Background: an optimization exercise with open tools, aiming at small area, a short achievable clock period and few clock cycles. Do not read the settings as production practice. RTL that was checked went through simulation tests only; none was proved equivalent to the original. Power figures rest on the tool's default switching activity, not on a simulated workload.

==> flow/design.v <==
module inst_cache #(
  parameter int unsigned INC_BITS = 6
) (
  input  logic        clk,
  input  logic        rst,
  input  logic [15:0] instAddr,
  output logic        hit,
  output logic [15:0] instruction,
  output logic        memReq,
  output logic [15:0] memAddr,
  input  logic [15:0] memData,
  input  logic        memReady
);
  logic [15:0] memAddr_q;
  logic [3:0]  valid_q;
  logic [13:0] lineTag_q;
  logic [15:0] lineData [4];
  logic        cacheHit, fwdHit, fill;
  logic [15:0] nextAddr;
  assign cacheHit    = valid_q[instAddr[1:0]] && (lineTag_q == instAddr[15:2]);
  assign fwdHit      = !rst && memReady && (memAddr_q == instAddr);
  assign fill        = !rst && memReady;
  assign hit         = cacheHit || fwdHit;
  assign instruction = cacheHit ? lineData[instAddr[1:0]] : memData;
  assign memReq      = !rst;
  assign memAddr     = memAddr_q;
  assign nextAddr    = {memAddr_q[15:INC_BITS], memAddr_q[INC_BITS-1:0] + 1'b1};
  always_ff @(posedge clk) begin
    if (!hit)      memAddr_q <= instAddr;
    else if (fill) memAddr_q <= nextAddr;
  end
  always_ff @(posedge clk or posedge rst) begin
    if (rst) begin
      valid_q <= '0;
    end else if (fill) begin
      if (lineTag_q != memAddr_q[15:2]) valid_q <= 4'b0001 << memAddr_q[1:0];
      else                              valid_q[memAddr_q[1:0]] <= 1'b1;
    end
  end
  always_ff @(posedge clk) begin
    if (fill) begin
      lineTag_q                 <= memAddr_q[15:2];
      lineData[memAddr_q[1:0]] <= memData;
    end
  end
endmodule
Settings: LEC_CHECK=0, CAP_MARGIN=20, CORE_AREA=3 3 97 97, DIE_AREA=0 0 100 100, SETUP_SLACK_MARGIN=3, SLEW_MARGIN=20; clock period 5.5 ns.
standard.sh (not shown) runs the stock make flow with config.mk's settings and CLKGATE_MAP_FILE= SYNTH_SCRIPT=/design/flow/synth_recipe.tcl, a recipe that flattens the netlist after the stock synthesis.
==> flow/flow/run.sh <==
#!/bin/bash
# Standard ORFS layout, with the port buffers inserted as the smallest plain
# buffer (sky130_fd_sc_hd__buf_1) so the resizer can size them like any other
# buffer.  make's full output goes to flow_make.log; ORFS's per-step logs stay
# under orfs/logs.
set -euo pipefail
bash standard.sh "BUFFER_PORTS_ARGS=-buffer_cell sky130_fd_sc_hd__buf_1" finish > flow_make.log 2>&1
==> next run, changes <==
SETUP_SLACK_MARGIN = 2   (was 3)
After rerunning: Count of clock-buffer cells in the layout stays the same; design area came out lower by 2.6%; sequential power stays flat; maximum frequency came out lower by 0.99%; wire length came out lower by 2.0%; non-clock buffer count came out higher by 2; worst hold slack degrades by 13 ps.
Function was not checked in any run of this note: the RTL went through the layout flow alone.

* * *

inst_cache, a different RTL version from the one above (not shown whole).
For scale: roughly 66 cells after synthesis, roughly 17 flip-flops, roughly 740 sq um of cells after synthesis.
==> flow/config.mk <==
export PLATFORM = sky130hd
export DESIGN_NAME = inst_cache
export DESIGN_NICKNAME = inst_cache
export VERILOG_FILES = /design/flow/design.v
export SDC_FILE = /design/flow/constraint.sdc
export NUM_CORES = 4
export LEC_CHECK = 0
export CAP_MARGIN = 20
export CORE_AREA = 3 3 87 87
export DIE_AREA = 0 0 90 90
export SETUP_SLACK_MARGIN = 2.5
export SLEW_MARGIN = 20
==> flow/constraint.sdc <==
create_clock -name core_clock -period 5.5 [get_ports {clk}]
set_input_delay 1.1000 -clock core_clock [delete_from_list [all_inputs] [get_ports {clk}]]
set_output_delay 1.1000 -clock core_clock [all_outputs]
set_load 0.01 [all_outputs]
==> flow/flow/run.sh <==
#!/bin/bash
# Standard ORFS layout, with the port buffers inserted as the smallest plain
# buffer (sky130_fd_sc_hd__buf_1) so the resizer can size them like any other
# buffer.  make's full output goes to flow_make.log.
set -euo pipefail
bash standard.sh "BUFFER_PORTS_ARGS=-buffer_cell sky130_fd_sc_hd__buf_1" finish > flow_make.log 2>&1
Testbench counts at the start, summed over its fixed seeds: cycles 33,817.
Then changed:
==> flow/run.sh (new file) <==
#!/bin/bash
# synth_recipe.tcl (not shown) runs the flow's synth.tcl, then flattens the netlist and writes it again
# the make line also repeats each setting of config.mk as NAME=value (left out here)
make -C /OpenROAD-flow-scripts/flow DESIGN_CONFIG=/design/flow/config.mk WORK_HOME=/design/flow/orfs CLKGATE_MAP_FILE= SYNTH_SCRIPT=/design/flow/synth_recipe.tcl finish
SETUP_SLACK_MARGIN = 2   (was 2.5)
removed: flow/flow/run.sh
removed: flow/standard.sh
Effect: The changed run went through all stages and came out clean. Area after synthesis does not change. Power rose by 3.9%. Routed wire length climbs by 6.1%. First-iteration DRC count is lower by 63%.
Then changed:
==> flow/flow/run.sh (new file) <==
#!/bin/bash
# Standard ORFS layout, with the port buffers inserted as the smallest plain
# buffer (sky130_fd_sc_hd__buf_1) so the resizer can size them like any other
# buffer.  make's full output goes to flow_make.log.
set -euo pipefail
bash standard.sh "BUFFER_PORTS_ARGS=-buffer_cell sky130_fd_sc_hd__buf_1" finish > flow_make.log 2>&1
==> flow/standard.sh (new file) <==
#!/bin/bash
# synth_recipe.tcl (not shown) runs the flow's synth.tcl, then flattens the netlist and writes it again
# the make line also repeats each setting of config.mk as NAME=value (left out here)
make -C /OpenROAD-flow-scripts/flow DESIGN_CONFIG=/design/flow/config.mk WORK_HOME=/design/flow/orfs CLKGATE_MAP_FILE= SYNTH_SCRIPT=/design/flow/synth_recipe.tcl "${@:-finish}"
removed: flow/run.sh
=> Cell count fell by about 0.5%. Routed wire length rose by about 3%. Final area fell by about 18%. Synthesized area does not change. Sequential power stays flat. Worst setup slack degrades by 0.049 ns. Combinational power fell by about 34%. Fmax fell by about 1.4%. Die area is unchanged. Sequential cell count does not change.

==> afterwards: timing with drivers on the ports <==
No port has a modelled driver above. Below, the same layouts with a new extraction and two added sets of constraints.
Step 1 (the two cells are an assumption about what drives the block):
set clk [get_ports {clk}]
set_driving_cell -lib_cell sky130_fd_sc_hd__clkbuf_16 $clk
set_driving_cell -lib_cell sky130_fd_sc_hd__buf_2 [delete_from_list [all_inputs] $clk]
Step 2 moves the port delays by t, midway between the first and last clock arrival at a register: inputs arrive t later, outputs are due t later. That takes back most of the time a late clock gives input paths.
a / b / c = no drivers / after step 1 / after step 2; a / b = the first two.
run | shift t [ns] | setup slack, ns | hold slack, ns
the first run of note 1 | 0.381 | 1.839 / 1.808 / 1.808 | 0.492 / 0.492 / 0.492
the second run of note 1 | 0.388 | 1.802 / 1.762 / 1.762 | 0.479 / 0.479 / 0.479
the first run of note 2 | 0.275 | 1.986 / 1.952 / 1.952 | 0.634 / 0.634 / 0.862
the second run of note 2 | 0.271 | 2.017 / 1.975 / 1.848 | 0.952 / 0.969 / 1.240
the third run of note 2 | 0.272 | 1.968 / 1.942 / 1.811 | 0.634 / 0.633 / 0.905
After both steps every run listed still meets setup and hold. For the second run of note 2, which loses most, drivers alone change the setup slack by -0.042 ns; drivers and shift together by -0.169 ns.
